This is an optimization exercise on Yosys and OpenROAD, whose aim is small area, a short achievable clock period and few clock cycles per item, not a production implementation.
RTL that was checked went through simulation tests only; none was proved equivalent to the original.
No functional check of the RTL was part of runs 2 to 4.

==> flow/design.v (outline; a module is shown in full before it is edited, if it fits) <==
// module dct8_stream: 2758 lines
// module dct_fa: 10 lines
// module dct_ha: 9 lines
// module dct_cpa: 12 lines
// module dct_addsub: 14 lines
// module dct_carry: 11 lines
// module dct_carry_ci: 12 lines
// module dct_sum: 9 lines
// module dct_sum_co: 10 lines
// module dct_out: 11 lines
module dct8_stream #(
    parameter int IN_W        = 8,
    parameter int OUT_W       = 14,
    parameter int LEVEL_SHIFT = 0
) (
    input  logic                    clk,
    input  logic                    rst,
    input  logic                    en,
    input  logic                    in_valid,
    output logic                    in_ready,
    input  logic [IN_W-1:0]         x0,
    input  logic [IN_W-1:0]         x1,
    input  logic [IN_W-1:0]         x2,
    input  logic [IN_W-1:0]         x3,
    input  logic [IN_W-1:0]         x4,
    input  logic [IN_W-1:0]         x5,
    input  logic [IN_W-1:0]         x6,
    input  logic [IN_W-1:0]         x7,
    output logic                    out_valid,
    input  logic                    out_ready,
    output logic signed [OUT_W-1:0] y0,
    output logic signed [OUT_W-1:0] y1,
    output logic signed [OUT_W-1:0] y2,
    output logic signed [OUT_W-1:0] y3,
    output logic signed [OUT_W-1:0] y4,
    output logic signed [OUT_W-1:0] y5,
    output logic signed [OUT_W-1:0] y6,
    output logic signed [OUT_W-1:0] y7
);
  // ...
==> flow/flow/run.sh <==
#!/bin/bash
# Standard ORFS layout, with repair_timing aiming below the clock period.
set -euo pipefail
bash standard.sh SETUP_SLACK_MARGIN=${MARGIN:-7} finish > standard_flow.log 2>&1
==> flow/standard.sh <==
#!/bin/bash
# synth_recipe.tcl (not shown) runs the flow's synth.tcl, then flattens the netlist and writes it again
# the make line also repeats each setting of config.mk as NAME=value (left out here)
make -C /OpenROAD-flow-scripts/flow DESIGN_CONFIG=/design/flow/config.mk WORK_HOME=/design/flow/orfs CLKGATE_MAP_FILE= SYNTH_SCRIPT=/design/flow/synth_recipe.tcl "${@:-finish}"
==> flow/config.mk <==
export PLATFORM = sky130hd
export DESIGN_NAME = dct8_stream
export DESIGN_NICKNAME = dct8_stream
export VERILOG_FILES = /design/flow/design.v
export SDC_FILE = /design/flow/constraint.sdc
export NUM_CORES = 4
export LEC_CHECK = 0
export CAP_MARGIN = 20
export CORE_MARGIN = 2
export CORE_UTILIZATION = 50
export SLEW_MARGIN = 20
export SYNTH_HIERARCHICAL = 1
==> flow/constraint.sdc <==
create_clock -name core_clock -period 12.0 [get_ports {clk}]
set_input_delay 2.4000 -clock core_clock [delete_from_list [all_inputs] [get_ports {clk}]]
set_output_delay 2.4000 -clock core_clock [all_outputs]
set_load 0.01 [all_outputs]
==> results.tsv, run 1 <==
stage	metric	value	unit
outcome	status	complete, no violations	
drt	vias	20670	
setup_path	critPathKind	flop to output pin	
die	dieArea	0.07008	mm2
setup_path	r2r_cells	12	
setup_path	cp_data_arrival_time	2620	ps
grt	use_met3	3.177	%
setup_path	cp-endpoint	y4[11]	
drt	wl_per_cell	20.21	um
setup_path	cp_top_family	adder cells	
layout	seq_area	0.006390	mm2
clock_network	cts_root_buf	clkbuf_16	
layout	finalNetCount	4257	
setup_path	reg2reg_from	a0_r[4]	
synthesis	synthMuxAreaShare	2.238	%
clock_network	ctsHtreeMaxLevel	1	
timing	min_period	5019	ps
setup_path	crit_buf_inv	4	
setup_path	cp.required	9600	ps
grt	groute.layer.met2.usage	44.05	%
grt	overflow	0	
layout	buffer_area_share	6.908	%
setup_path	end_kind	output pin	
synthesis	synth_cell_types	54	
placed_design	detailed_place_hpwl	63020	um
Testbench counts, summed over its fixed seeds: cycles 1,040, items 1,024.
==> module dct_out, before the edit <==
module dct_out (
    input  logic [4:0] u0,
    input  logic [4:0] u1,
    input  logic       c5,
    input  logic       cl,
    output logic [9:0] y
);
    logic [5:0] l;
    assign l = {1'b0, u0} + {5'b0, cl};
    assign y = {u1 + {4'b0, c5} + {4'b0, l[5]}, l[4:0]};
endmodule
==> inputs of run 2 (changes only) <==
--- a/flow/design.v
+++ b/flow/design.v
@@ -1777,138 +1777,170 @@
     logic c1672;
     logic s1673;
     logic c1674;
     logic s1675;
     logic c1676;
     logic t7_cm, t7_cln, t7_clr, t7_c5n, t7_c5r;
     logic [4:0] t7_u0n, t7_u0r, t7_u1n, t7_u1r;
     dct_ha us1 (.a(a0_r[0]), .b(a1_r[0]), .s(s1), .co(c2));
-    dct_fa us3 (.a(a0_r[1]), .b(a1_r[1]), .c(a2_r[1]), .s(s3), .co(c4));
-    dct_fa us5 (.a(a0_r[2]), .b(a1_r[2]), .c(a2_r[2]), .s(s5), .co(c6));
-    dct_fa us7 (.a(a0_r[3]), .b(a1_r[3]), .c(a2_r[3]), .s(s7), .co(c8));
-    dct_fa us9 (.a(a0_r[4]), .b(a1_r[4]), .c(a2_r[4]), .s(s9), .co(c10));
-    dct_fa us11 (.a(a0_r[5]), .b(a1_r[5]), .c(a2_r[5]), .s(s11), .co(c12));
-    dct_fa us13 (.a(a0_r[6]), .b(a1_r[6]), .c(a2_r[6]), .s(s13), .co(c14));
-    dct_fa us15 (.a(a0_r[7]), .b(a1_r[7]), .c(a2_r[7]), .s(s15), .co(c16));
-    dct_fa us17 (.a(a0_r[8]), .b(a1_r[8]), .c(a2_r[8]), .s(s17), .co(c18));
+    assign s3 = a0_r[1] ^ a1_r[1] ^ a2_r[1];
+    assign c4 = (a0_r[1] ^ a1_r[1]) ? a2_r[1] : a0_r[1];
+    assign s5 = a0_r[2] ^ a1_r[2] ^ a2_r[2];
+    assign c6 = (a0_r[2] ^ a1_r[2]) ? a2_r[2] : a0_r[2];
+    assign s7 = a0_r[3] ^ a1_r[3] ^ a2_r[3];
+    assign c8 = (a0_r[3] ^ a1_r[3]) ? a2_r[3] : a0_r[3];
+    assign s9 = a0_r[4] ^ a1_r[4] ^ a2_r[4];
+    assign c10 = (a0_r[4] ^ a1_r[4]) ? a2_r[4] : a0_r[4];
+    assign s11 = a0_r[5] ^ a1_r[5] ^ a2_r[5];
+    assign c12 = (a0_r[5] ^ a1_r[5]) ? a2_r[5] : a0_r[5];
+    assign s13 = a0_r[6] ^ a1_r[6] ^ a2_r[6];
+    assign c14 = (a0_r[6] ^ a1_r[6]) ? a2_r[6] : a0_r[6];
+    assign s15 = a0_r[7] ^ a1_r[7] ^ a2_r[7];
+    assign c16 = (a0_r[7] ^ a1_r[7]) ? a2_r[7] : a0_r[7];
+    assign s17 = a0_r[8] ^ a1_r[8] ^ a2_r[8];
+    assign c18 = (a0_r[8] ^ a1_r[8]) ? a2_r[8] : a0_r[8];
     dct_ha us19 (.a(a2_r[0]), .b(a3_r[0]), .s(s19), .co(c20));
-    dct_fa us21 (.a(a3_r[1]), .b(c2), .c(s3), .s(s21), .co(c22));
-    dct_fa us23 (.a(a3_r[2]), .b(c4), .c(s5), .s(s23), .co(c24));
-    dct_fa us25 (.a(a3_r[3]), .b(c6), .c(s7), .s(s25), .co(c26));
-    dct_fa us27 (.a(a3_r[4]), .b(c8), .c(s9), .s(s27), .co(c28));
-    dct_fa us29 (.a(a3_r[5]), .b(c10), .c(s11), .s(s29), .co(c30));
-    dct_fa us31 (.a(a3_r[6]), .b(c12), .c(s13), .s(s31), .co(c32));
-    dct_fa us33 (.a(a3_r[7]), .b(c14), .c(s15), .s(s33), .co(c34));
-    dct_fa us35 (.a(a3_r[8]), .b(c16), .c(s17), .s(s35), .co(c36));
+    assign s21 = a3_r[1] ^ c2 ^ s3;
+    assign c22 = (a3_r[1] ^ c2) ? s3 : a3_r[1];
+    assign s23 = a3_r[2] ^ c4 ^ s5;
+    assign c24 = (a3_r[2] ^ c4) ? s5 : a3_r[2];
+    assign s25 = a3_r[3] ^ c6 ^ s7;
+    assign c26 = (a3_r[3] ^ c6) ? s7 : a3_r[3];
+    assign s27 = a3_r[4] ^ c8 ^ s9;
+    assign c28 = (a3_r[4] ^ c8) ? s9 : a3_r[4];
+    assign s29 = a3_r[5] ^ c10 ^ s11;
+    assign c30 = (a3_r[5] ^ c10) ? s11 : a3_r[5];
+    assign s31 = a3_r[6] ^ c12 ^ s13;
+    assign c32 = (a3_r[6] ^ c12) ? s13 : a3_r[6];
+    assign s33 = a3_r[7] ^ c14 ^ s15;
+    assign c34 = (a3_r[7] ^ c14) ? s15 : a3_r[7];
+    assign s35 = a3_r[8] ^ c16 ^ s17;
+    assign c36 = (a3_r[8] ^ c16) ? s17 : a3_r[8];
     dct_ha us37 (.a(a0_r[0]), .b(a3_r[0]), .s(s37), .co(c38));
-    dct_fa us39 (.a(a0_r[1]), .b(a3_r[1]), .c(~a1_r[1]), .s(s39), .co(c40));
-    dct_fa us41 (.a(a0_r[2]), .b(a3_r[2]), .c(~a1_r[2]), .s(s41), .co(c42));
-    dct_fa us43 (.a(a0_r[3]), .b(a3_r[3]), .c(~a1_r[3]), .s(s43), .co(c44));
-    dct_fa us45 (.a(a0_r[4]), .b(a3_r[4]), .c(~a1_r[4]), .s(s45), .co(c46));
-    dct_fa us47 (.a(a0_r[5]), .b(a3_r[5]), .c(~a1_r[5]), .s(s47), .co(c48));
-    dct_fa us49 (.a(a0_r[6]), .b(a3_r[6]), .c(~a1_r[6]), .s(s49), .co(c50));
-    dct_fa us51 (.a(a0_r[7]), .b(a3_r[7]), .c(~a1_r[7]), .s(s51), .co(c52));
-    dct_fa us53 (.a(a0_r[8]), .b(a3_r[8]), .c(~a1_r[8]), .s(s53), .co(c54));
+    assign s39 = a0_r[1] ^ a3_r[1] ^ ~a1_r[1];
+    assign c40 = (a0_r[1] ^ a3_r[1]) ? ~a1_r[1] : a0_r[1];
+    assign s41 = a0_r[2] ^ a3_r[2] ^ ~a1_r[2];
+    assign c42 = (a0_r[2] ^ a3_r[2]) ? ~a1_r[2] : a0_r[2];
+    assign s43 = a0_r[3] ^ a3_r[3] ^ ~a1_r[3];
+    assign c44 = (a0_r[3] ^ a3_r[3]) ? ~a1_r[3] : a0_r[3];
+    assign s45 = a0_r[4] ^ a3_r[4] ^ ~a1_r[4];
+    assign c46 = (a0_r[4] ^ a3_r[4]) ? ~a1_r[4] : a0_r[4];
+    assign s47 = a0_r[5] ^ a3_r[5] ^ ~a1_r[5];
+    assign c48 = (a0_r[5] ^ a3_r[5]) ? ~a1_r[5] : a0_r[5];
+    assign s49 = a0_r[6] ^ a3_r[6] ^ ~a1_r[6];
+    assign c50 = (a0_r[6] ^ a3_r[6]) ? ~a1_r[6] : a0_r[6];
+    assign s51 = a0_r[7] ^ a3_r[7] ^ ~a1_r[7];
+    assign c52 = (a0_r[7] ^ a3_r[7]) ? ~a1_r[7] : a0_r[7];
+    assign s53 = a0_r[8] ^ a3_r[8] ^ ~a1_r[8];
+    assign c54 = (a0_r[8] ^ a3_r[8]) ? ~a1_r[8] : a0_r[8];
     assign s55 = a1_r[0] ^ a2_r[0];
     assign c56 = a1_r[0] | a2_r[0];
-    dct_fa us57 (.a(~a2_r[1]), .b(c38), .c(s39), .s(s57), .co(c58));
-    dct_fa us59 (.a(~a2_r[2]), .b(c40), .c(s41), .s(s59), .co(c60));
-    dct_fa us61 (.a(~a2_r[3]), .b(c42), .c(s43), .s(s61), .co(c62));
-    dct_fa us63 (.a(~a2_r[4]), .b(c44), .c(s45), .s(s63), .co(c64));
-    dct_fa us65 (.a(~a2_r[5]), .b(c46), .c(s47), .s(s65), .co(c66));
-    dct_fa us67 (.a(~a2_r[6]), .b(c48), .c(s49), .s(s67), .co(c68));
-    dct_fa us69 (.a(~a2_r[7]), .b(c50), .c(s51), .s(s69), .co(c70));
-    dct_fa us71 (.a(~a2_r[8]), .b(c52), .c(s53), .s(s71), .co(c72));
+    assign s57 = ~a2_r[1] ^ c38 ^ s39;
+    assign c58 = (~a2_r[1] ^ c38) ? s39 : ~a2_r[1];
+    assign s59 = ~a2_r[2] ^ c40 ^ s41;
+    assign c60 = (~a2_r[2] ^ c40) ? s41 : ~a2_r[2];
+    assign s61 = ~a2_r[3] ^ c42 ^ s43;
+    assign c62 = (~a2_r[3] ^ c42) ? s43 : ~a2_r[3];
+    assign s63 = ~a2_r[4] ^ c44 ^ s45;
+    assign c64 = (~a2_r[4] ^ c44) ? s45 : ~a2_r[4];
+    assign s65 = ~a2_r[5] ^ c46 ^ s47;
+    assign c66 = (~a2_r[5] ^ c46) ? s47 : ~a2_r[5];
+    assign s67 = ~a2_r[6] ^ c48 ^ s49;
+    assign c68 = (~a2_r[6] ^ c48) ? s49 : ~a2_r[6];
+    assign s69 = ~a2_r[7] ^ c50 ^ s51;
+    assign c70 = (~a2_r[7] ^ c50) ? s51 : ~a2_r[7];
+    assign s71 = ~a2_r[8] ^ c52 ^ s53;
+    assign c72 = (~a2_r[8] ^ c52) ? s53 : ~a2_r[8];
     dct_addsub #(.W(9), .SUB(1)) ud0 (.a(a0_r), .b(a3_r), .y(d0));
     dct_addsub #(.W(9), .SUB(1)) ud1 (.a(a1_r), .b(a2_r), .y(d1));
     dct_fa us73 (.a(c20), .b(s1), .c(s19), .s(s73), .co(c74));
     dct_fa us75 (.a(c20), .b(~c20), .c(c18), .s(s75), .co(c76));
     dct_ha us77 (.a(c36), .b(c32), .s(s77), .co(c78));
     dct_ha us79 (.a(c34), .b(c22), .s(s79), .co(c80));
     dct_fa us81 (.a(c20), .b(s1), .c(s19), .s(s81), .co(c82));
     dct_ha us83 (.a(c30), .b(c26), .s(s83), .co(c84));
     dct_fa us85 (.a(c20), .b(c32), .c(c28), .s(s85), .co(c86));
     dct_fa us87 (.a(c24), .b(s25), .c(s21), .s(s87), .co(c88));
-    dct_fa us89 (.a(s73), .b(c34), .c(c30), .s(s89), .co(c90));
-    dct_fa us91 (.a(c26), .b(c22), .c(s27), .s(s91), .co(c92));
+    dct_fa us89 (.a(c34), .b(c30), .c(~c26), .s(s89), .co(c90));
+    dct_fa us91 (.a(c22), .b(s27), .c(s23), .s(s91), .co(c92));
     dct_ha us93 (.a(s35), .b(s31), .s(s93), .co(c94));
-    dct_fa us95 (.a(~c74), .b(c28), .c(c24), .s(s95), .co(c96));
-    dct_fa us97 (.a(s75), .b(s33), .c(s21), .s(s97), .co(c98));
-    dct_fa us99 (.a(s29), .b(s25), .c(~s77), .s(s99), .co(c100));
-    dct_fa us101 (.a(~c76), .b(c30), .c(c26), .s(s101), .co(c102));
-    dct_fa us103 (.a(~s35), .b(s31), .c(s27), .s(s103), .co(c104));
-    dct_fa us105 (.a(s23), .b(c78), .c(s79), .s(s105), .co(c106));
+    dct_fa us95 (.a(c28), .b(c24), .c(s29), .s(s95), .co(c96));
+    dct_fa us97 (.a(s33), .b(~s25), .c(s21), .s(s97), .co(c98));
+    dct_fa us99 (.a(c74), .b(s75), .c(s77), .s(s99), .co(c100));
+    dct_fa us101 (.a(c30), .b(c26), .c(s31), .s(s101), .co(c102));
+    dct_fa us103 (.a(s35), .b(~s27), .c(s23), .s(s103), .co(c104));
+    dct_fa us105 (.a(c76), .b(c78), .c(s79), .s(s105), .co(c106));
     dct_fa us107 (.a(c18), .b(c36), .c(c24), .s(s107), .co(c108));
     dct_fa us109 (.a(c32), .b(c28), .c(s33), .s(s109), .co(c110));
     dct_fa us111 (.a(~s29), .b(s25), .c(c80), .s(s111), .co(c112));
     dct_fa us113 (.a(c34), .b(c30), .c(~c26), .s(s113), .co(c114));
     assign s115 = s35 ^ s31;
     assign c116 = s35 | s31;
     dct_fa us117 (.a(c18), .b(c36), .c(c32), .s(s117), .co(c118));
     dct_fa us119 (.a(s1), .b(s19), .c(~c26), .s(s119), .co(c120));
     dct_fa us121 (.a(c20), .b(c28), .c(c24), .s(s121), .co(c122));
     dct_ha us123 (.a(s29), .b(s25), .s(s123), .co(c124));
-    dct_fa us125 (.a(s81), .b(c22), .c(s23), .s(s125), .co(c126));
-    dct_fa us127 (.a(s31), .b(s27), .c(s83), .s(s127), .co(c128));
-    dct_fa us129 (.a(~c82), .b(s33), .c(s29), .s(s129), .co(c130));
-    dct_fa us131 (.a(c84), .b(s85), .c(s129), .s(s131), .co(c132));
-    dct_fa us133 (.a(~s23), .b(s93), .c(c86), .s(s133), .co(c134));
-    dct_fa us135 (.a(~s89), .b(c88), .c(s91), .s(s135), .co(c136));
-    dct_fa us137 (.a(c94), .b(c90), .c(~s95), .s(s137), .co(c138));
-    dct_fa us139 (.a(c92), .b(~s97), .c(s99), .s(s139), .co(c140));
-    dct_fa us141 (.a(c96), .b(~c98), .c(s101), .s(s141), .co(c142));
-    dct_fa us143 (.a(s103), .b(~s105), .c(c100), .s(s143), .co(c144));
-    dct_fa us145 (.a(c102), .b(s109), .c(c104), .s(s145), .co(c146));
-    dct_fa us147 (.a(s107), .b(s111), .c(c106), .s(s147), .co(c148));
+    dct_fa us125 (.a(~c22), .b(s31), .c(s27), .s(s125), .co(c126));
+    dct_fa us127 (.a(s23), .b(s81), .c(~s83), .s(s127), .co(c128));
+    dct_fa us129 (.a(s33), .b(s29), .c(~c82), .s(s129), .co(c130));
+    dct_fa us131 (.a(c84), .b(s85), .c(~s87), .s(s131), .co(c132));
+    dct_fa us133 (.a(s73), .b(s93), .c(c86), .s(s133), .co(c134));
+    dct_fa us135 (.a(c88), .b(s91), .c(~s89), .s(s135), .co(c136));
+    dct_fa us137 (.a(c94), .b(~c92), .c(c90), .s(s137), .co(c138));
+    dct_fa us139 (.a(~s95), .b(s97), .c(s99), .s(s139), .co(c140));
+    dct_fa us141 (.a(c96), .b(s101), .c(~c98), .s(s141), .co(c142));
+    dct_fa us143 (.a(s103), .b(c100), .c(s105), .s(s143), .co(c144));
+    dct_fa us145 (.a(~s107), .b(c102), .c(s109), .s(s145), .co(c146));
+    dct_fa us147 (.a(c104), .b(s111), .c(c106), .s(s147), .co(c148));
     dct_fa us149 (.a(s27), .b(s115), .c(c108), .s(s149), .co(c150));
     dct_fa us151 (.a(c110), .b(s113), .c(~c112), .s(s151), .co(c152));
     dct_fa us153 (.a(c28), .b(~s33), .c(s29), .s(s153), .co(c154));
     dct_fa us155 (.a(c116), .b(s117), .c(c114), .s(s155), .co(c156));
     dct_fa us157 (.a(c34), .b(~c30), .c(s35), .s(s157), .co(c158));
     assign s159 = s31 ^ c118;
     assign c160 = s31 & ~c118;
     dct_fa us161 (.a(c18), .b(~c36), .c(c32), .s(s161), .co(c162));
     dct_ha us163 (.a(s1), .b(s19), .s(s163), .co(c164));
     dct_fa us165 (.a(c20), .b(c24), .c(s25), .s(s165), .co(c166));
     dct_fa us167 (.a(c22), .b(s27), .c(s23), .s(s167), .co(c168));
     dct_fa us169 (.a(~s21), .b(s123), .c(s121), .s(s169), .co(c170));
-    dct_fa us171 (.a(c124), .b(c122), .c(~s125), .s(s171), .co(c172));
-    dct_fa us173 (.a(c126), .b(s87), .c(~c128), .s(s173), .co(c174));
+    dct_fa us171 (.a(c124), .b(c122), .c(s125), .s(s171), .co(c172));
+    dct_fa us173 (.a(c126), .b(s129), .c(~c128), .s(s173), .co(c174));
     dct_fa us175 (.a(c130), .b(s133), .c(c132), .s(s175), .co(c176));
-    dct_fa us177 (.a(c134), .b(~c136), .c(s137), .s(s177), .co(c178));
-    dct_fa us179 (.a(~c138), .b(s141), .c(c140), .s(s179), .co(c180));
-    dct_fa us181 (.a(c142), .b(s145), .c(~s147), .s(s181), .co(c182));
+    dct_fa us177 (.a(c134), .b(s137), .c(~c136), .s(s177), .co(c178));
+    dct_fa us179 (.a(c138), .b(~s141), .c(c140), .s(s179), .co(c180));
+    dct_fa us181 (.a(s145), .b(c142), .c(~s147), .s(s181), .co(c182));
     dct_fa us183 (.a(s149), .b(~c146), .c(c148), .s(s183), .co(c184));
     dct_fa us185 (.a(s153), .b(c150), .c(~s155), .s(s185), .co(c186));
     dct_fa us187 (.a(s157), .b(~c154), .c(s159), .s(s187), .co(c188));
     dct_fa us189 (.a(s33), .b(~c158), .c(s161), .s(s189), .co(c190));
     dct_fa us191 (.a(c18), .b(c34), .c(s35), .s(s191), .co(c192));
     assign s193 = c18 ^ c18;
     assign c194 = c18 & ~c18;
     dct_ha us195 (.a(s163), .b(c22), .s(s195), .co(c196));
     dct_fa us197 (.a(c164), .b(s21), .c(s165), .s(s197), .co(c198));
     dct_fa us199 (.a(c166), .b(s167), .c(~s119), .s(s199), .co(c200));
     dct_fa us201 (.a(c168), .b(~c120), .c(s169), .s(s201), .co(c202));
-    dct_fa us203 (.a(s127), .b(c170), .c(s171), .s(s203), .co(c204));
-    dct_fa us205 (.a(s131), .b(c172), .c(~s173), .s(s205), .co(c206));
-    dct_fa us207 (.a(s135), .b(c174), .c(~s175), .s(s207), .co(c208));
-    dct_fa us209 (.a(~s139), .b(c176), .c(s177), .s(s209), .co(c210));
-    dct_fa us211 (.a(s143), .b(~c178), .c(s179), .s(s211), .co(c212));
-    dct_fa us213 (.a(c144), .b(c180), .c(s181), .s(s213), .co(c214));
+    dct_fa us203 (.a(~s127), .b(c170), .c(s171), .s(s203), .co(c204));
+    dct_fa us205 (.a(c172), .b(s131), .c(s173), .s(s205), .co(c206));
+    dct_fa us207 (.a(~s135), .b(c174), .c(s175), .s(s207), .co(c208));
+    dct_fa us209 (.a(s139), .b(c176), .c(s177), .s(s209), .co(c210));
+    dct_fa us211 (.a(s143), .b(c178), .c(s179), .s(s211), .co(c212));
+    dct_fa us213 (.a(c144), .b(c180), .c(~s181), .s(s213), .co(c214));
     dct_fa us215 (.a(s151), .b(~s183), .c(c182), .s(s215), .co(c216));
     dct_fa us217 (.a(~c152), .b(s185), .c(c184), .s(s217), .co(c218));
     dct_fa us219 (.a(c156), .b(s187), .c(~c186), .s(s219), .co(c220));
     dct_fa us221 (.a(c160), .b(s189), .c(~c188), .s(s221), .co(c222));
     dct_fa us223 (.a(c162), .b(s191), .c(c190), .s(s223), .co(c224));
     dct_fa us225 (.a(~s193), .b(c36), .c(c192), .s(s225), .co(c226));
     dct_ha us227 (.a(1'b1), .b(c194), .s(s227), .co(c228));
     dct_carry #(.W(5)) ut0cm (.a({s199, s197, s23, s21, s1}), .b({c198, c196, s195, c20, s19}), .co(t0_cm));
-    dct_carry_ci #(.W(4)) ut0cl (.a({~s207, s205, s203, s201}), .b({c206, c204, c202, c200}), .ci(t0_cm), .co(t0_cln));
-    dct_sum_co #(.W(5)) ut0u0 (.a({s217, ~s215, ~s213, ~s211, s209}), .b({~c216, ~c214, ~c212, c210, ~c208}), .y(t0_u0n), .co(t0_c5n));
+    dct_carry_ci #(.W(4)) ut0cl (.a({s207, s205, s203, s201}), .b({c206, c204, c202, c200}), .ci(t0_cm), .co(t0_cln));
+    dct_sum_co #(.W(5)) ut0u0 (.a({s217, ~s215, s213, s211, s209}), .b({~c216, c214, c212, c210, c208}), .y(t0_u0n), .co(t0_c5n));
     dct_sum #(.W(5)) ut0u1 (.a({s227, s225, s223, s221, ~s219}), .b({c226, c224, c222, ~c220, c218}), .y(t0_u1n));
     assign s229 = s55 ^ s37;
     assign c230 = s55 & ~s37;
     dct_fa us231 (.a(c56), .b(s37), .c(c54), .s(s231), .co(c232));
     dct_ha us233 (.a(c72), .b(c68), .s(s233), .co(c234));
     dct_fa us235 (.a(c56), .b(c70), .c(c58), .s(s235), .co(c236));
     dct_ha us237 (.a(c56), .b(c54), .s(s237), .co(c238));
     assign s239 = c56 ^ s37;
@@ -1918,21 +1950,21 @@
     dct_ha us245 (.a(c66), .b(c62), .s(s245), .co(c246));
     dct_fa us247 (.a(c56), .b(c68), .c(c64), .s(s247), .co(c248));
     dct_fa us249 (.a(c60), .b(s61), .c(s57), .s(s249), .co(c250));
     dct_fa us251 (.a(s229), .b(c62), .c(c58), .s(s251), .co(c252));
     dct_fa us253 (.a(c70), .b(c66), .c(s71), .s(s253), .co(c254));
     assign s255 = s63 ^ s59;
     assign c256 = s63 | s59;
     dct_fa us257 (.a(~c230), .b(c64), .c(c60), .s(s257), .co(c258));
-    dct_fa us259 (.a(s231), .b(s69), .c(s57), .s(s259), .co(c260));
-    dct_fa us261 (.a(s65), .b(s61), .c(~s233), .s(s261), .co(c262));
-    dct_fa us263 (.a(~c232), .b(c66), .c(c62), .s(s263), .co(c264));
-    dct_fa us265 (.a(~s71), .b(s67), .c(s63), .s(s265), .co(c266));
-    dct_fa us267 (.a(s59), .b(c234), .c(s235), .s(s267), .co(c268));
+    dct_fa us259 (.a(~s69), .b(s65), .c(s61), .s(s259), .co(c260));
+    dct_fa us261 (.a(s57), .b(s231), .c(s233), .s(s261), .co(c262));
+    dct_fa us263 (.a(c66), .b(c62), .c(s67), .s(s263), .co(c264));
+    dct_fa us265 (.a(s71), .b(~s63), .c(s59), .s(s265), .co(c266));
+    dct_fa us267 (.a(c232), .b(c234), .c(s235), .s(s267), .co(c268));
     dct_fa us269 (.a(s237), .b(c72), .c(c60), .s(s269), .co(c270));
     dct_fa us271 (.a(c68), .b(c64), .c(s69), .s(s271), .co(c272));
     dct_fa us273 (.a(~s65), .b(s61), .c(c236), .s(s273), .co(c274));
     dct_fa us275 (.a(c56), .b(c70), .c(c66), .s(s275), .co(c276));
     dct_fa us277 (.a(c238), .b(c62), .c(s63), .s(s277), .co(c278));
     assign s279 = s71 ^ s67;
     assign c280 = s71 | s67;
     dct_fa us281 (.a(~c54), .b(c72), .c(c68), .s(s281), .co(c282));
@@ -1945,27 +1977,27 @@
     dct_ha us293 (.a(s63), .b(s59), .s(s293), .co(c294));
     dct_fa us295 (.a(c60), .b(s65), .c(s61), .s(s295), .co(c296));
     dct_fa us297 (.a(c240), .b(s57), .c(~s241), .s(s297), .co(c298));
     dct_fa us299 (.a(s67), .b(s63), .c(~s59), .s(s299), .co(c300));
     dct_fa us301 (.a(c242), .b(s245), .c(~s243), .s(s301), .co(c302));
     dct_fa us303 (.a(s69), .b(s65), .c(c246), .s(s303), .co(c304));
     dct_fa us305 (.a(c244), .b(~s247), .c(s249), .s(s305), .co(c306));
     dct_fa us307 (.a(s67), .b(s255), .c(c248), .s(s307), .co(c308));
-    dct_fa us309 (.a(s251), .b(c250), .c(~s253), .s(s309), .co(c310));
+    dct_fa us309 (.a(c250), .b(s251), .c(~s253), .s(s309), .co(c310));
     dct_fa us311 (.a(c256), .b(c252), .c(s257), .s(s311), .co(c312));
-    dct_fa us313 (.a(c254), .b(s259), .c(~s261), .s(s313), .co(c314));
-    dct_fa us315 (.a(c258), .b(~c260), .c(s263), .s(s315), .co(c316));
-    dct_fa us317 (.a(s265), .b(c262), .c(~s267), .s(s317), .co(c318));
-    dct_fa us319 (.a(c264), .b(s271), .c(c266), .s(s319), .co(c320));
-    dct_fa us321 (.a(s269), .b(s273), .c(c268), .s(s321), .co(c322));
-    dct_fa us323 (.a(s279), .b(c270), .c(~s275), .s(s323), .co(c324));
-    dct_fa us325 (.a(~c272), .b(s277), .c(c274), .s(s325), .co(c326));
+    dct_fa us313 (.a(c254), .b(~s259), .c(s261), .s(s313), .co(c314));
+    dct_fa us315 (.a(c258), .b(s263), .c(c260), .s(s315), .co(c316));
+    dct_fa us317 (.a(s265), .b(c262), .c(s267), .s(s317), .co(c318));
+    dct_fa us319 (.a(c264), .b(~s269), .c(s271), .s(s319), .co(c320));
+    dct_fa us321 (.a(c266), .b(s273), .c(c268), .s(s321), .co(c322));
+    dct_fa us323 (.a(s279), .b(c270), .c(~c272), .s(s323), .co(c324));
+    dct_fa us325 (.a(~s275), .b(s277), .c(c274), .s(s325), .co(c326));
     dct_fa us327 (.a(s69), .b(c280), .c(~s283), .s(s327), .co(c328));
-    dct_fa us329 (.a(c276), .b(s281), .c(~c278), .s(s329), .co(c330));
+    dct_fa us329 (.a(c276), .b(~c278), .c(s281), .s(s329), .co(c330));
     dct_fa us331 (.a(c66), .b(~s71), .c(s67), .s(s331), .co(c332));
     dct_fa us333 (.a(s285), .b(c284), .c(~c282), .s(s333), .co(c334));
     dct_fa us335 (.a(c54), .b(~c72), .c(c68), .s(s335), .co(c336));
     assign s337 = s69 ^ c286;
     assign c338 = s69 & ~c286;
     assign s339 = c54 ^ c70;
     assign c340 = ~c54 & c70;
     assign s341 = c56 ^ s287;
@@ -1976,40 +2008,39 @@
     dct_fa us349 (.a(c296), .b(s299), .c(~c298), .s(s349), .co(c350));
     dct_fa us351 (.a(c300), .b(s303), .c(c302), .s(s351), .co(c352));
     dct_fa us353 (.a(c304), .b(s307), .c(~c306), .s(s353), .co(c354));
     dct_fa us355 (.a(~c308), .b(s311), .c(c310), .s(s355), .co(c356));
     dct_fa us357 (.a(c312), .b(s315), .c(~c314), .s(s357), .co(c358));
     dct_fa us359 (.a(c316), .b(s319), .c(~s321), .s(s359), .co(c360));
     dct_fa us361 (.a(s323), .b(s325), .c(c322), .s(s361), .co(c362));
     dct_fa us363 (.a(s327), .b(~c324), .c(s329), .s(s363), .co(c364));
-    dct_fa us365 (.a(s331), .b(~c328), .c(s333), .s(s365), .co(c366));
+    dct_fa us365 (.a(~s331), .b(c328), .c(c330), .s(s365), .co(c366));
     dct_fa us367 (.a(~s337), .b(s335), .c(c332), .s(s367), .co(c368));
     dct_fa us369 (.a(s71), .b(c338), .c(c336), .s(s369), .co(c370));
     assign s371 = c54 ^ c72;
     assign c372 = ~c54 & c72;
-    assign s373 = s341 ^ c58;
-    assign c374 = ~s341 & c58;
+    dct_ha us373 (.a(c58), .b(s59), .s(s373), .co(c374));
     dct_fa us375 (.a(c342), .b(s289), .c(s343), .s(s375), .co(c376));
-    dct_fa us377 (.a(s291), .b(c344), .c(s345), .s(s377), .co(c378));
+    dct_fa us377 (.a(c344), .b(s291), .c(s345), .s(s377), .co(c378));
     dct_fa us379 (.a(c346), .b(~s297), .c(s347), .s(s379), .co(c380));
     dct_fa us381 (.a(c348), .b(s301), .c(s349), .s(s381), .co(c382));
     dct_fa us383 (.a(~s305), .b(c350), .c(s351), .s(s383), .co(c384));
     dct_fa us385 (.a(~s309), .b(c352), .c(s353), .s(s385), .co(c386));
     dct_fa us387 (.a(s313), .b(c354), .c(~s355), .s(s387), .co(c388));
-    dct_fa us389 (.a(c356), .b(s317), .c(s357), .s(s389), .co(c390));
-    dct_fa us391 (.a(c318), .b(c358), .c(s359), .s(s391), .co(c392));
+    dct_fa us389 (.a(~s317), .b(c356), .c(s357), .s(s389), .co(c390));
+    dct_fa us391 (.a(~c318), .b(c358), .c(s359), .s(s391), .co(c392));
     dct_fa us393 (.a(c320), .b(~s361), .c(c360), .s(s393), .co(c394));
     dct_fa us395 (.a(c326), .b(~s363), .c(c362), .s(s395), .co(c396));
-    dct_fa us397 (.a(c330), .b(~s365), .c(c364), .s(s397), .co(c398));
-    dct_fa us399 (.a(c334), .b(s367), .c(c366), .s(s399), .co(c400));
+    dct_fa us397 (.a(~s333), .b(s365), .c(c364), .s(s397), .co(c398));
+    dct_fa us399 (.a(c334), .b(s367), .c(~c366), .s(s399), .co(c400));
     dct_fa us401 (.a(~s339), .b(s369), .c(c368), .s(s401), .co(c402));
     dct_fa us403 (.a(c340), .b(~s371), .c(c370), .s(s403), .co(c404));
     dct_ha us405 (.a(c54), .b(c372), .s(s405), .co(c406));
-    dct_carry #(.W(5)) ut4cm (.a({s377, s375, s59, s57, s37}), .b({c376, c374, ~s373, c56, s55}), .co(t4_cm));
+    dct_carry #(.W(5)) ut4cm (.a({s377, s375, ~s341, s57, s37}), .b({c376, c374, s373, c56, s55}), .co(t4_cm));
     dct_carry_ci #(.W(4)) ut4cl (.a({s385, s383, s381, s379}), .b({c384, c382, c380, c378}), .ci(t4_cm), .co(t4_cln));
     dct_sum_co #(.W(5)) ut4u0 (.a({s395, ~s393, ~s391, ~s389, s387}), .b({~c394, ~c392, ~c390, c388, c386}), .y(t4_u0n), .co(t4_c5n));
     dct_sum #(.W(5)) ut4u1 (.a({s405, s403, s401, s399, ~s397}), .b({c404, c402, c400, ~c398, c396}), .y(t4_u1n));
     dct_ha us407 (.a(d0[0]), .b(d1[7]), .s(s407), .co(c408));
     dct_ha us409 (.a(d0[1]), .b(d1[8]), .s(s409), .co(c410));
     dct_ha us411 (.a(d0[2]), .b(d1[3]), .s(s411), .co(c412));
     dct_ha us413 (.a(d0[9]), .b(d0[3]), .s(s413), .co(c414));
     dct_fa us415 (.a(d0[3]), .b(d0[1]), .c(d1[0]), .s(s415), .co(c416));
@@ -2845,12 +2876,20 @@
 endmodule
 module dct_out (
     input  logic [4:0] u0,
     input  logic [4:0] u1,
     input  logic       c5,
     input  logic       cl,
     output logic [9:0] y
 );
-    logic [5:0] l;
-    assign l = {1'b0, u0} + {5'b0, cl};
-    assign y = {u1 + {4'b0, c5} + {4'b0, l[5]}, l[4:0]};
+    logic       ch;
+    logic [4:0] p0, p1;    
+    assign p0[0] = 1'b1;
+    assign p1[0] = 1'b1;
+    for (genvar j = 1; j < 5; j++) begin : g_p
+        assign p0[j] = &u0[j-1:0];
+        assign p1[j] = &u1[j-1:0];
+    end
+    assign ch     = c5 | (cl & (&u0));
+    assign y[4:0] = u0 ^ ({5{cl}} & p0);
+    assign y[9:5] = u1 ^ ({5{ch}} & p1);
 endmodule
==> results.tsv, run 2 <==
stage	metric	value	unit	change
die	die_height	266.1	um	was 264.7 um
synthesis	ys_ff_latch	235		unchanged
layout	largest_reg_flops	64		unchanged
timing	min_period	4915	ps	was 5019 ps
drt	vias	21600		was 20670
timing	fmax	203.5	MHz	was 199.2 MHz
synthesis	synth_edf_count	168		unchanged
synthesis	synth.most_common_cell	fa_1		unchanged
clock_network	cts_tree	done		unchanged
setup_path	critPathKind	flop to flop		was flop to output pin
clock_network	clk_latency	610	ps	was 630 ps
layout	mostFrequentLayoutCells	708 x fa_1, 564 x inv_1, 363 x ha_1		was 718 x fa_1, 610 x inv_1, 354 x ha_1
grt	antenna_found_initial	3		was 0
synthesis	synth_warnings	16		unchanged
setup_path	startpoint_type	flop		unchanged
die	start_util	50.25	%	was 50.52%
clock_network	clk_path_buf_depth	3		unchanged
setup_path	end_kind	flop		was output pin
synthesis	syn_avg_cell_area	12.05	um2	was 12.39 um2
layout	drive_above_1_share	10.88	%	was 14.17%
hold_path	min_path_type	flop to flop		unchanged
grt	track_usage	24.52	%	was 23.99%
timing	tightest_slew	928.5	ps	was 1054 ps
grt	grt_max_degree	68		was 74
layout	post-route-util	57.39	%	was 58.50%
layout	syn2layout_area_growth	14.21	%	was 15.79%
timing	hold_viol	0		unchanged
synthesis	async_flop_share	0	%	unchanged
synthesis	syn_inst	2850		was 2743
grt	grt_pass1_vias	23830		about the same
setup_path	cp.required	12360	ps	was 9600 ps
outcome	status	complete, no violations		unchanged
placed_design	detailed_place_hpwl	65080	um	was 63020 um
drt	wl_per_cell	20.42	um	was 20.21 um
timing	grt_setup_unrepaired	yes		unchanged
timing	skew	25.88	ps	was 29.76 ps
drt	drtIter0Drc	1173		was 995
timing	final_max_slew_viol_count	0		unchanged
timing	max_slew_margin	38.10	%	was 29.74%
synthesis	synth_cell_types	56		was 54
setup_path	cp_data_arrival_time	5270	ps	was 2620 ps
grt	grt_pass1_wl	132100	um	was 128600 um
layout	final_common_cell	fa_1		unchanged
drt	wl	82580	um	was 79960 um
layout	finalNetCount	4284		was 4257
die	core	0.06835	mm2	was 0.06728 mm2
synthesis	synth_common_cells	713 x fa_1, 569 x inv_1, 364 x ha_1		was 753 x fa_1, 624 x inv_1, 374 x ha_1
job	drv_cap	0		unchanged
setup_path	cp_slowest_cell	maj3_1		was fa_2
synthesis	yosys.area.top_type	fa_1		unchanged
timing	min_period_over_period	40.96	%	was 41.83%
synthesis	synthFlopType	edfxtp_1		unchanged
setup_path	worstPathMaxFanout	6		was 4
clock_network	postCtsHoldBufs	0		unchanged
placed_design	io_buffers	178		unchanged
clock_network	clock_sinks	235		unchanged
die	rows	96		was 95
synthesis	ys_seq_area_share	18.60	%	was 18.79%
setup_path	crit_top_cell	fa_1		was buf_6
grt	overflow	0		unchanged
clock_network	cts_root_buf	clkbuf_16		unchanged
clock_network	numCtsBuffers	30		was 31
synthesis	syn_area	0.03434	mm2	was 0.03399 mm2
clock_network	ctsHtreeMaxLevel	1		unchanged
clock_network	cts.clk_slew.worst_paths	60	ps	was 70 ps
timing	setup_violations	0		unchanged
die	die_w	266.1	um	was 264.7 um
die	dieArea	0.07080	mm2	was 0.07008 mm2
setup_path	worstPathCellList	maj3_1 -> maj3_1 -> ha_1 -> fa_1 -> fa_1 -> inv_1 -> fa_1 -> fa_1 -> inv_1 -> fa_1 -> a21o_1 -> a21oi_2 -> xnor2_1		was ha_2 -> and3_4 -> nand3_4 -> fa_2 -> inv_2 -> ha_4 -> nand3_4 -> xnor2_4 -> buf_6 -> buf_6 -> buf_6
drt	first_pass_iters	5		was 7
drt	drc	0		unchanged
setup_path	cp_slowest_stage_delay	550	ps	was 370 ps
drt	detail-route-antenna-nets	0		unchanged
placed_design	place.gp.congestion	0.8748		was 0.9134
drt	vias_per_cell	5.339		was 5.224
layout	top_register	sk		unchanged
synthesis	yosysTopAreaCellShare	41.56	%	was 44.35%
die	top_level_ports	183		unchanged
synthesis	synth_area_leaders	fa_1 42%, edfxtp_1 15%, ha_1 13%		was fa_1 44%, edfxtp_1 15%, ha_1 14%
timing	fin_tns_setup	0	ps	unchanged
timing	fin_hold_ws	495.1	ps	was 493.7 ps
[run 2: cell types whose count changed after synthesis, moves of 16 or more]
cell	previous run	this run
o211ai_1	16	33
fa_1	753	713
xor2_1	38	79
nand2_1	37	69
inv_1	624	569
mux2_2	37	64
maj3_1	0	20
mux2_1	27	0
nor2b_1	12	28
o21ai_0	6	51
[run 2: Yosys stat by module, one instance, submodules excluded, excerpt]
module | cells inside | flip-flops and latches | cell area [um2] | times used
dct8_stream | 985 | 235 | 10700 | 1
dct_fa | 1 | 0 | 20.02 | 687
dct_ha | 1 | 0 | 12.51 | 70
dct_out | 29 | 0 | 207.7 | 8
[run 2: cells by family (layout without fill, tap and decap cells)]
logic type | count (synthesis) | after routing | synth area share, %
AOI/OAI and AO/OA | 377 | 377 | 7.483
xor gates and xnor gates | 203 | 203 | 5.319
adders and majority gates | 1097 | 1097 | 55.41
buffers and inverters | 615 | 912 | 7.072
DFF | 235 | 235 | 18.60
muxes | 68 | 68 | 2.215
other | 2 | 18 | 0.02187
and+or+nand+nor | 253 | 253 | 3.887
[run 2: area by class of cell]
class | count | area [um2]
antenna | 1 | 2.502
clock buffer | 39 | 845.8
clock inverter | 17 | 135.1
fill | 5618 | 29120
inverter | 575 | 2168
multi-input combinational | 2015 | 26010
sequential | 235 | 6387
tap | 882 | 1104
timing repair buffer | 281 | 2567
[run 2: critical path, delay by kind of cell, from the launching register on]
family                     cells  cell delay [ps]
adders and majority gates      8             3600
DFF                            1              510
AOI/OAI and AO/OA              2              350
buffers and inverters          2              150
xor gates and xnor gates       1               70
[run 2: per-stage QoR]
| stage | instance area (um2) | cells | setup slack [ps] |
|---|---|---|---|
| global placement | 37420 | 3936 | 6584 |
| CTS | 38570 | 4000 | 6871 |
| finish | 39220 | 4045 | 7085 |
| detailed placement | 37430 | 3936 | 6511 |
| floorplan | 34410 | 2865 | 7038 |
| global route | 39220 | 4044 | 6890 |
[run 2: worst paths after layout]
path | startpoint | endpoint | slack [ps] | cells past startpoint
setup reg to reg | a3_r[5] | t4_u0r[4] | 7090 | 13
setup / recovery | a3_r[5] | t4_u0r[4] | 7090 | 13
hold reg to reg | sk[7][0] | sk[7][0] | 500 | 1
hold / removal | sk[7][0] | sk[7][0] | 500 | 1
[run 2: timing repair]
action                     in CTS  in global routing
gates resized for setup        14                 50
pin swaps                       9                 32
setup buffers                   8                 44
setup endpoints to repair      43                 47
[run 2: per-layer routing]
layer	GRT usage (%)	wire length (um)	share of wire [%]	up-vias
met5	0	0	0	-
met4	4.540	1290	1.6	0
met3	5.065	6062	7.3	83
met2	38.86	38220	46	586
met1	35.36	37010	45	11160
li1	-	-	-	9763
==> inputs of run 3 (changes only) <==
==> flow/flow/run.sh (replaced) <==
#!/bin/bash
# Standard ORFS layout, with repair_timing aiming below the clock period and
# plain buffers on the ports.
set -euo pipefail
bash standard.sh SETUP_SLACK_MARGIN=7 "BUFFER_PORTS_ARGS=-buffer_cell sky130_fd_sc_hd__buf_2" finish > standard_flow.log 2>&1
==> results.tsv, run 3 <==
stage	metric	value	unit	change
timing	max_slew_margin	38.05	%	was 38.10%
layout	top_register	sk		unchanged
grt	grt_max_degree	68		unchanged
timing	min_period_over_period	40.94	%	was 40.96%
synthesis	ys_ff_latch	235		unchanged
setup_path	reg2reg_from	a0_r[0]		was a3_r[5]
clock_network	cts_root_buf	clkbuf_16		unchanged
synthesis	yosys.area.top_type	fa_1		unchanged
layout	num_antenna_cells	0		was 1
setup_path	worstPathMaxFanout	3		was 6
clock_network	postCtsHoldBufs	0		unchanged
drt	wl_per_cell	20.44	um	was 20.42 um
setup_path	cp.depth	18		was 13
setup_path	end_kind	flop		unchanged
drt	vias	21500		was 21600
clock_network	cts.clk_slew.worst_paths	60	ps	about the same
synthesis	synthFlopType	edfxtp_1		unchanged
drt	wl	82320	um	was 82580 um
hold_path	min-delay-start	sk[5][0]		was sk[7][0]
grt	use_met3	4.732	%	was 5.065%
clock_network	clk_path_buf_depth	3		unchanged
setup_path	cp_slowest_stage_delay	510	ps	was 550 ps
synthesis	yosysTopAreaCellShare	41.56	%	unchanged
placed_design	dp.cells	3937		was 3936
timing	min_period	4912	ps	was 4915 ps
timing	setup_violations	0		unchanged
setup_path	worstPathCellList	inv_1 -> ha_2 -> inv_2 -> fa_2 -> a21oi_2 -> o22ai_2 -> o41ai_4 -> xnor2_4 -> fa_2 -> fa_1 -> inv_1 -> fa_1 -> fa_1 -> inv_2 -> fa_2 -> a21o_1 -> a21oi_2 -> xnor2_1		was maj3_1 -> maj3_1 -> ha_1 -> fa_1 -> fa_1 -> inv_1 -> fa_1 -> fa_1 -> inv_1 -> fa_1 -> a21o_1 -> a21oi_2 -> xnor2_1
timing	final_max_slew_viol_count	0		unchanged
layout	postLayoutCellArea	0.03832	mm2	was 0.03922 mm2
hold_path	min_path_type	flop to flop		unchanged
timing	hold_viol	0		unchanged
setup_path	cp.required	12340	ps	was 12360 ps
clock_network	ctsHtreeMaxLevel	1		unchanged
setup_path	critPathKind	flop to flop		unchanged
layout	final_common_cell	fa_1		unchanged
timing	fmax	203.6	MHz	was 203.5 MHz
layout	fin_cells	4028		was 4045
synthesis	async_flop_share	0	%	unchanged
timing	grt_setup_unrepaired	yes		unchanged
timing	tightest_slew	929.3	ps	was 928.5 ps
die	top_level_ports	183		unchanged
clock_network	clk_latency	610	ps	about the same
layout	mostFrequentLayoutCells	709 x fa_1, 564 x inv_1, 362 x ha_1		was 708 x fa_1, 564 x inv_1, 363 x ha_1
job	drv_cap	0		unchanged
setup_path	cp_top_family	adder cells		unchanged
placed_design	detailed_place_hpwl	64810	um	was 65080 um
drt	detail-route-antenna-nets	0		unchanged
synthesis	synthMuxAreaShare	2.215	%	unchanged
grt	grt_use_met1	35.36	%	about the same
synthesis	synth_edf_count	168		unchanged
die	core	0.06835	mm2	unchanged
layout	syn2layout_area_growth	11.59	%	was 14.21%
hold_path	hold_depth	1		unchanged
placed_design	place_ws	6527	ps	was 6511 ps
grt	overflow	0		unchanged
grt	groute.layer.met2.usage	38.56	%	was 38.86%
clock_network	numCtsBuffers	31		was 30
synthesis	ys_seq_area_share	18.60	%	unchanged
grt	grt_pass1_vias	23680		was 23830
timing	fin_hold_ws	495.8	ps	was 495.1 ps
drt	first_pass_iters	7		was 5
synthesis	synth_cell_types	56		unchanged
synthesis	yosys.area_share.simple	3.887	%	unchanged
setup_path	crit_buf_inv	4		was 2
synthesis	synth_common_cells	713 x fa_1, 569 x inv_1, 364 x ha_1		unchanged
grt	grt_pass1_wl	131100	um	was 132100 um
die	die_w	266.1	um	unchanged
synthesis	synth_xor_area_share	5.319	%	unchanged
synthesis	synth.most_common_cell	fa_1		unchanged
outcome	status	complete, no violations		unchanged
layout	largest_reg_flops	64		unchanged
placed_design	place.gp.congestion	0.8842		was 0.8748
setup_path	cp_slowest_cell	fa_1		was maj3_1
placed_design	io_buffers	178		unchanged
drt	drtIter0Drc	1126		was 1173
die	rows	96		unchanged
synthesis	syn_inst	2850		unchanged
clock_network	clock_sinks	235		unchanged
drt	drc	0		unchanged
grt	grt_busiest_layer	met2		unchanged
clock_network	cts_tree	done		unchanged
synthesis	synth_fa_ha_area_share	55.41	%	unchanged
die	start_util	50.25	%	unchanged
layout	post-route-util	56.07	%	was 57.39%
placed_design	placed_area	0.03654	mm2	was 0.03743 mm2
synthesis	syn_avg_cell_area	12.05	um2	unchanged
synthesis	synth_area_leaders	fa_1 42%, edfxtp_1 15%, ha_1 13%		unchanged
setup_path	startpoint_type	flop		unchanged
timing	skew	26.90	ps	was 25.88 ps
drt	vias_per_cell	5.338		was 5.339
grt	track_usage	24.35	%	was 24.52%
timing	fin_tns_setup	0	ps	unchanged
synthesis	syn_area	0.03434	mm2	unchanged
setup_path	r2r_cells	18		was 13
grt	antenna_found_initial	2		was 3
die	die_height	266.1	um	unchanged
layout	finalNetCount	4267		was 4284
layout	drive_above_1_share	16.27	%	was 10.88%
synthesis	synth_top_family_by_area	adder cells		unchanged
synthesis	synth_compound_area_share	7.483	%	unchanged
timing	setup_ws	7088	ps	was 7085 ps
synthesis	synth_warnings	16		unchanged
setup_path	cp-startpoint	a0_r[0]		was a3_r[5]
setup_path	cp_data_arrival_time	5260	ps	was 5270 ps
die	dieArea	0.07080	mm2	unchanged
run 3: cell counts after synthesis:
Identical to the previous run, type by type.
run 3: modules after synthesis, one instance, submodules excluded, a selection:
module	copies in the design	flops+latches
dct8_stream	1	235
dct_out	8	0
dct_fa	687	0
dct_ha	70	0
run 3: cells by family after synthesis:
family / Yosys count
AOI/OAI and AO/OA: 377
xor gates and xnor gates: 203
adders and majority gates: 1097
buffers and inverters: 615
DFF: 235
muxes: 68
other: 2
and+or+nand+nor: 253
run 3: worst reg2reg max path: stages, from the launching register on:
cell and delay, ps:
edfxtp_1 420, inv_1 100, ha_2 180, inv_2 50, fa_2 360, a21oi_2 180, o22ai_2 130, o41ai_4 340
xnor2_4 120, fa_2 390, fa_1 490, inv_1 50, fa_1 460, fa_1 510, inv_2 60, fa_2 400
a21o_1 200, a21oi_2 140, xnor2_1 70
run 3: final cells by class:
type / count / area (um2)
Fill cell: 5762 / 30020
Multi-Input combinational cell: 2015 / 26050
Sequential cell: 235 / 6387
Inverter: 575 / 2172
Timing Repair Buffer: 263 / 1536
Tap cell: 882 / 1104
Clock buffer: 45 / 943.4
Clock inverter: 13 / 127.6
run 3: per-layer routing:
layer / part of all wire, % / up-vias / wire length [um]
met4: 2.0 / 0 / 1619
met2: 46 / 547 / 38070
met3: 6.2 / 98 / 5067
met5: 0 / - / 0
li1: - / 9722 / -
met1: 46 / 11140 / 37560
run 3: worst paths after layout:
kind,end,slack [ps]
worst min-delay path,sk[5][0],500
worst min register to register,sk[5][0],500
worst max register to register,t6_u0r[4],7090
worst max-delay path,t6_u0r[4],7090
run 3: timing repair:
item,CTS,global route
gates resized for setup,25,50
setup endpoints to repair,18,19
cloned,0,0
pin swaps,7,22
setup buffers,4,29
==> inputs of run 4 (changes only) <==
==> flow/flow/run.sh (replaced) <==
#!/bin/bash
# Standard ORFS layout, with repair_timing aiming below the clock period and
# plain buffers on the ports.
set -euo pipefail
bash standard.sh SETUP_SLACK_MARGIN=7.5 "BUFFER_PORTS_ARGS=-buffer_cell sky130_fd_sc_hd__buf_2" finish > standard_flow.log 2>&1
==> results.tsv, run 4 <==
stage	metric	value	unit	change
outcome	status	complete, no violations		unchanged
clock_network	ctsHtreeMaxLevel	1		unchanged
die	rows	96		unchanged
layout	finalNetCount	4404		was 4267
placed_design	dp.cells	3927		was 3937
synthesis	yosys.area.top_type	fa_1		unchanged
synthesis	synth_warnings	16		unchanged
timing	tightest_slew	1063	ps	was 929.3 ps
placed_design	placed_area	0.03678	mm2	was 0.03654 mm2
timing	skew	19.17	ps	was 26.90 ps
timing	fin_tns_setup	0	ps	unchanged
timing	min_period	4839	ps	was 4912 ps
synthesis	syn_avg_cell_area	12.05	um2	unchanged
synthesis	ys_ff_latch	235		unchanged
setup_path	cp_data_arrival_time	5180	ps	was 5260 ps
layout	multi_input_area	0.02690	mm2	was 0.02605 mm2
drt	drtIter0Drc	1321		was 1126
setup_path	end_kind	flop		unchanged
hold_path	min_path_type	flop to flop		unchanged
synthesis	synth_cell_types	56		unchanged
layout	syn2layout_area_growth	17.39	%	was 11.59%
drt	detail-route-antenna-nets	0		unchanged
layout	drive_above_1_share	24.85	%	was 16.27%
timing	fmax	206.7	MHz	was 203.6 MHz
placed_design	io_buffers	178		unchanged
clock_network	clk_latency	590	ps	was 610 ps
placed_design	detailed_place_hpwl	64320	um	was 64810 um
timing	final_max_slew_viol_count	0		unchanged
die	start_util	50.25	%	unchanged
layout	mostFrequentLayoutCells	660 x fa_1, 528 x inv_1, 328 x ha_1		was 709 x fa_1, 564 x inv_1, 362 x ha_1
setup_path	cp_slowest_stage_delay	500	ps	was 510 ps
clock_network	cts_root_buf	clkbuf_16		unchanged
synthesis	synth.most_common_cell	fa_1		unchanged
placed_design	place.gp.congestion	0.8834		was 0.8842
setup_path	crit_buf_inv	2		was 4
synthesis	ys_seq_area_share	18.60	%	unchanged
layout	fin_cells	4162		was 4028
layout	final_common_cell	fa_1		unchanged
layout	top_register	sk		unchanged
synthesis	syn_inst	2850		unchanged
synthesis	synth_edf_count	168		unchanged
drt	drc	0		unchanged
timing	min_period_over_period	40.32	%	was 40.94%
timing	setup_violations	0		unchanged
setup_path	cp_top_family	adder cells		unchanged
drt	first_pass_iters	5		was 7
die	die_w	266.1	um	unchanged
clock_network	cts.clk_slew.worst_paths	70	ps	was 60 ps
layout	seq_area	0.006387	mm2	unchanged
die	core	0.06835	mm2	unchanged
setup_path	critPathKind	flop to flop		unchanged
setup_path	crit_top_cell	fa_1		
setup_path	worstPathCellList	ha_2 -> nand2_1 -> o21ai_0 -> a41o_4 -> xor2_4 -> ha_4 -> fa_1 -> inv_1 -> fa_1 -> fa_1 -> inv_1 -> ha_2 -> fa_2 -> a21o_1 -> a21oi_2 -> xnor2_1		was inv_1 -> ha_2 -> inv_2 -> fa_2 -> a21oi_2 -> o22ai_2 -> o41ai_4 -> xnor2_4 -> fa_2 -> fa_1 -> inv_1 -> fa_1 -> fa_1 -> inv_2 -> fa_2 -> a21o_1 -> a21oi_2 -> xnor2_1
layout	num_antenna_cells	0		unchanged
drt	wl_per_cell	20.38	um	was 20.44 um
die	dieArea	0.07080	mm2	unchanged
layout	largest_reg_flops	64		unchanged
synthesis	synth_area_leaders	fa_1 42%, edfxtp_1 15%, ha_1 13%		unchanged
grt	grt_pass1_vias	24630		was 23680
clock_network	numCtsBuffers	28		was 31
setup_path	cp_slowest_cell	edfxtp_1		was fa_1
layout	postLayoutCellArea	0.04031	mm2	was 0.03832 mm2
drt	vias	22380		was 21500
setup_path	cp.required	12340	ps	about the same
synthesis	synth_common_cells	713 x fa_1, 569 x inv_1, 364 x ha_1		unchanged
clock_network	clock_sinks	235		unchanged
grt	antenna_found_initial	3		was 2
clock_network	clk_path_buf_depth	3		unchanged
grt	overflow	0		unchanged
timing	hold_viol	0		unchanged
timing	grt_setup_unrepaired	yes		unchanged
synthesis	async_flop_share	0	%	unchanged
drt	vias_per_cell	5.378		was 5.338
grt	track_usage	24.87	%	was 24.35%
clock_network	cts_tree	done		unchanged
setup_path	worstPathMaxFanout	5		was 3
job	drv_cap	0		unchanged
timing	max_slew_margin	29.14	%	was 38.05%
drt	wl	84810	um	was 82320 um
die	top_level_ports	183		unchanged
setup_path	startpoint_type	flop		unchanged
grt	grt_max_degree	74		was 68
synthesis	syn_area	0.03434	mm2	unchanged
synthesis	yosysTopAreaCellShare	41.56	%	unchanged
synthesis	synthFlopType	edfxtp_1		unchanged
die	die_height	266.1	um	unchanged
grt	grt_pass1_wl	134800	um	was 131100 um
layout	num-fill-cells	5596		was 5762
## run 4: modules after synthesis, one instance, submodules excluded, a selection
module | cells | times used | flip-flops and latches
dct_fa | 1 | 687 | 0
dct8_stream | 985 | 1 | 235
dct_ha | 1 | 70 | 0
dct_out | 29 | 8 | 0
## run 4: metrics by stage
step | hold slack (ps) | utilization (%) | setup slack, ps
floorplan | 465.3 | - | 7242
global placement | 479.1 | 53.82 | 6914
detailed placement | 483.3 | 53.82 | 6839
CTS | 496.4 | 57.67 | 7246
global route | 521.0 | 58.99 | 6995
finish | 497.4 | 58.99 | 7161
## run 4: layout make-up
class	count	area share, %
Clock inverter	17	0.3073
Sequential cell	235	15.84
Timing Repair Buffer	403	6.986
Tap cell	882	2.737
Multi-Input combinational cell	2015	66.73
Clock buffer	35	1.965
Inverter	575	5.428
## run 4: final timing paths
path,depth (start not counted),slack (ps),startpoint,to
hold / removal,1,500,sk[7][5],sk[7][5]
hold reg to reg,1,500,sk[7][5],sk[7][5]
setup / recovery,16,7160,a1_r[6],t2_u0r[4]
setup reg to reg,16,7160,a1_r[6],t2_u0r[4]
## run 4: cells by family after synthesis
kind of cell               Yosys count  share of synthesized area, %
adders and majority gates         1097                         55.41
and+or+nand+nor                    253                         3.887
muxes                               68                         2.215
xor gates and xnor gates           203                         5.319
AOI/OAI and AO/OA                  377                         7.483
DFF                                235                         18.60
other                                2                       0.02187
buffers and inverters              615                         7.072
## run 4: what timing repair did
item                                    CTS  global route
gates cloned                              0             0
pin swaps                                93            68
hold buffers                              0             0
resized for setup                       166           105
buffers inserted                        122            61
endpoints found under the setup margin   82            68
## run 4: layer usage
metal | vias to the layer above | track usage (%) | wire length (um)
met5 | - | 0 | 0
met4 | 0 | 4.343 | 1459
met3 | 103 | 4.057 | 5553
met2 | 631 | 40.58 | 40280
met1 | 11650 | 35.70 | 37520
li1 | 9998 | - | -

-- port drivers added, routing unchanged --
Ports are ideal in the flow. The routed layouts listed here were re-timed in OpenROAD. Step 1, drivers: a clkbuf_16 drives clk and a buf_2 each remaining input, both assumed. Step 2 moves the port delays by t, midway between the first and last clock arrival at a register: inputs arrive t later, outputs are due t later. That takes back most of the time a late clock gives input paths. Slacks: no drivers / after step 1 / after step 2; pairs: no drivers / after step 1.
run | t, ns | setup slack, ns | worst hold slack (ns) | worst data-port slew with drivers (ns) | pins driven straight from the clock port
run 1 | 0.673 | 6.981 / 6.922 / 7.031 | 0.494 / 0.494 / 0.494 | 0.05 | 1
run 2 | 0.663 | 7.085 / 7.042 / 6.992 | 0.495 / 0.495 / 0.495 | 0.05 | 1
run 3 | 0.657 | 7.088 / 7.088 / 7.088 | 0.496 / 0.496 / 0.496 | 0.05 | 1
run 4 | 0.652 | 7.161 / 7.161 / 7.161 | 0.497 / 0.497 / 0.497 | 0.04 | 1
After both steps every run listed still meets setup and hold. The setup slack of run 2, which loses most, moves by -0.043 ns with the drivers and by -0.093 ns with both steps.
